This is an optimization exercise on Yosys and OpenROAD, whose aim is small area, not a production implementation. The RTL was checked by simulation tests, not by an equivalence proof against the original design.

==> inputs of v2 <==
## synthCore
module synthCore
(
	input logic MAX10_CLK2_50,
	input logic rstN,
	input logic sampleTick,
	input logic [25:0] cfg,
	output logic signed [15:0] sampleOut,
	output logic sampleValid
);
Settings: LEC_CHECK=0, CAP_MARGIN=20, CORE_MARGIN=2, CORE_UTILIZATION=60, CTS_BUF_LIST=sky130_fd_sc_hd__clkbuf_8, SLEW_MARGIN=20, BUFFER_PORTS_ARGS=-buffer_cell sky130_fd_sc_hd__buf_1, CTS_ARGS=-sink_clustering_enable -repair_clock_nets -dont_use_dummy_load -buf_list {sky130_fd_sc_hd__clkbuf_4 sky130_fd_sc_hd__clkbuf_8}; clock period 10.0 ns.
standard.sh (not shown) runs the stock make flow with config.mk's settings and CLKGATE_MAP_FILE= SYNTH_SCRIPT=/design/flow/synth_recipe.tcl, a recipe that flattens the netlist after the stock synthesis.
==> flow/flow/run.sh <==
#!/bin/bash
# The standard layout (standard.sh) with these changes:
# - synthesis: the standard flow's synthesis script, except that the final ABC mapping
#   uses flow/abc_area.script (area-oriented mapping, no upsizing) instead of
#   ORFS's speed script; registers are not touched;
# - after synthesis, fapol.py picks each full adder's polarity (a full adder
#   is self-dual) so the netlist needs fewer inverters, and turns half adders
#   with one output in use into plain gates;
# - the port buffers are the smallest buffer cell;
# - clock tree synthesis inserts no dummy loads.
# Each tool's output goes to a log file here: synth.log, fapol.log, flow.log.
set -euo pipefail
W=$(pwd)
cat >> config.mk <<'EOC'
export BUFFER_PORTS_ARGS = -buffer_cell sky130_fd_sc_hd__buf_1
export CTS_ARGS = -sink_clustering_enable -repair_clock_nets -dont_use_dummy_load -buf_list {sky130_fd_sc_hd__clkbuf_4 sky130_fd_sc_hd__clkbuf_8}
EOC
{
  head -n 1 synth_recipe.tcl
  echo "proc abc {args} { set i [lsearch \$args -script]; if {\$i >= 0} { lset args [expr {\$i + 1}] $W/flow/abc_area.script }; yosys abc {*}\$args }"
  tail -n +2 synth_recipe.tcl
} > own_synth.tcl
sed "s#$W/synth_recipe.tcl#$W/own_synth.tcl#" standard.sh > own_standard.sh
grep -q own_synth.tcl own_standard.sh
bash own_standard.sh synth > synth.log 2>&1
R=orfs/results/sky130hd/synthCore/base
cp $R/1_2_yosys.v $R/1_2_yosys.orig.v
python3 flow/fapol.py $R/1_2_yosys.orig.v $R/1_2_yosys.v > fapol.log 2>&1
rm -f $R/1_synth.odb
bash own_standard.sh finish > flow.log 2>&1
==> flow/flow/abc_area.script <==
strash
&get -n
&st
&dch
&nf -a
&put
topo
Other scripts of this flow, unchanged in this note and not shown: flow/flow/fapol.py
==> v1 (differences from v2) <==
==> flow/flow/run.sh (replaced) <==
#!/bin/bash
# The standard layout (standard.sh, with its standard synthesis) with
# these changes:
# - after synthesis, fapol.py picks each full adder's polarity (a full adder
#   is self-dual) so the netlist needs fewer inverters, and turns half adders
#   with one output in use into plain gates; registers are not touched;
# - the port buffers are the smallest buffer cell;
# - clock tree synthesis inserts no dummy loads.
# Each tool's output goes to a log file here: synth.log, fapol.log, flow.log.
set -euo pipefail
cat >> config.mk <<'EOC'
export BUFFER_PORTS_ARGS = -buffer_cell sky130_fd_sc_hd__buf_1
export CTS_ARGS = -sink_clustering_enable -repair_clock_nets -dont_use_dummy_load -buf_list {sky130_fd_sc_hd__clkbuf_4 sky130_fd_sc_hd__clkbuf_8}
EOC
bash standard.sh synth > synth.log 2>&1
R=orfs/results/sky130hd/synthCore/base
cp $R/1_2_yosys.v $R/1_2_yosys.orig.v
python3 flow/fapol.py $R/1_2_yosys.orig.v $R/1_2_yosys.v > fapol.log 2>&1
rm -f $R/1_synth.odb
bash standard.sh finish > flow.log 2>&1
CORE_UTILIZATION = 75   (was 60)
PLACE_DENSITY = 0.85   (was not set)
removed: flow/flow/abc_area.script
==> v22 (differences from v2) <==
==> flow/flow/run.sh (replaced) <==
#!/bin/bash
# The standard layout (standard.sh, with its standard synthesis) with
# these changes:
# - after synthesis, fapol.py picks each full adder's polarity (a full adder
#   is self-dual) so the netlist needs fewer inverters, and turns half adders
#   with one output in use into plain gates; registers are not touched;
# - the port buffers are the smallest buffer cell;
# - clock tree synthesis inserts no dummy loads.
# Each tool's output goes to a log file here: synth.log, fapol.log, flow.log.
set -euo pipefail
cat >> config.mk <<'EOC'
export BUFFER_PORTS_ARGS = -buffer_cell sky130_fd_sc_hd__buf_1
export CTS_ARGS = -repair_clock_nets -dont_use_dummy_load -buf_list sky130_fd_sc_hd__clkbuf_8
EOC
bash standard.sh synth > synth.log 2>&1
R=orfs/results/sky130hd/synthCore/base
cp $R/1_2_yosys.v $R/1_2_yosys.orig.v
python3 flow/fapol.py $R/1_2_yosys.orig.v $R/1_2_yosys.v > fapol.log 2>&1
rm -f $R/1_synth.odb
bash standard.sh finish > flow.log 2>&1
CTS_ARGS = -repair_clock_nets -dont_use_dummy_load -buf_list sky130_fd_sc_hd__clkbuf_8   (was -sink_clustering_enable -repair_clock_nets -dont_use_dummy_load -buf_list {sky130_fd_sc_hd__clkbuf_4 sky130_fd_sc_hd__clkbuf_8})
removed: flow/flow/abc_area.script
==> comparison <==
In flip-flop and latch count, v22 and v2 do not differ. Area after synthesis is the same in v1 and v22. Non-clock buffer count: v22 is higher than v1 (1). In v22 the synthesized cell count is larger than in v2, by about 7%.
==> figures <==
quantity	v22	v1	v2
Area taken by multi-input logic gates	5950 sq um	5950 sq um	5730 sq um
Wire length of the first global-routing pass	36.0 mm	35.1 mm	35.2 mm
Timing endpoint of the critical path	sampleOut[15]	sampleOut[9]	sampleOut[8]
Worst Clk Skew	0.0273 ns	0.0258 ns	0.0237 ns
Result of the run	complete, no violations	complete, no violations	complete, no violations
Global-route usage over all layers	0.263	0.322	0.281
Maximum operating frequency	0.118 GHz	0.119 GHz	0.121 GHz
FF-to-FF path depth	21	28	27
Sequential fraction of total cell area	0.320	0.322	0.327
Reg2Reg Capture Point	sampleOut[15]	sampleOut[9]	sampleOut[8]
Global Route met3 Usage	0.0509	0.0649	0.0563
Fraction of final layout cells sized beyond drive strength 1	0.0999	0.100	0.0495
Placer Congestion	0.902	0.946	0.851

what the ideal ports hide:
Ports are ideal in the flow. The routed layouts listed here were re-timed in OpenROAD.
Step 1 assumes that a clkbuf_16 drives the clock port and a buf_2 every other input.
Step 2 also shifts input and output timing later by t, the mid clock arrival at the registers, as if the neighbouring blocks saw the same clock.
Slacks: ideal ports / drivers / drivers and shift; pairs: ideal ports / drivers.
run | t (ns) | slack for setup (ns) | worst slew at a driven data input, ns | pins driven straight from the clock port
v2 | 0.476 | 1.748 / 1.748 / 1.748 | 0.03 | 1
v1 | 0.471 | 1.562 / 1.562 / 1.562 | 0.04 | 1
v22 | 0.490 | 1.491 / 1.491 / 1.491 | 0.03 | 1
After both steps setup and hold are still met in every run listed.
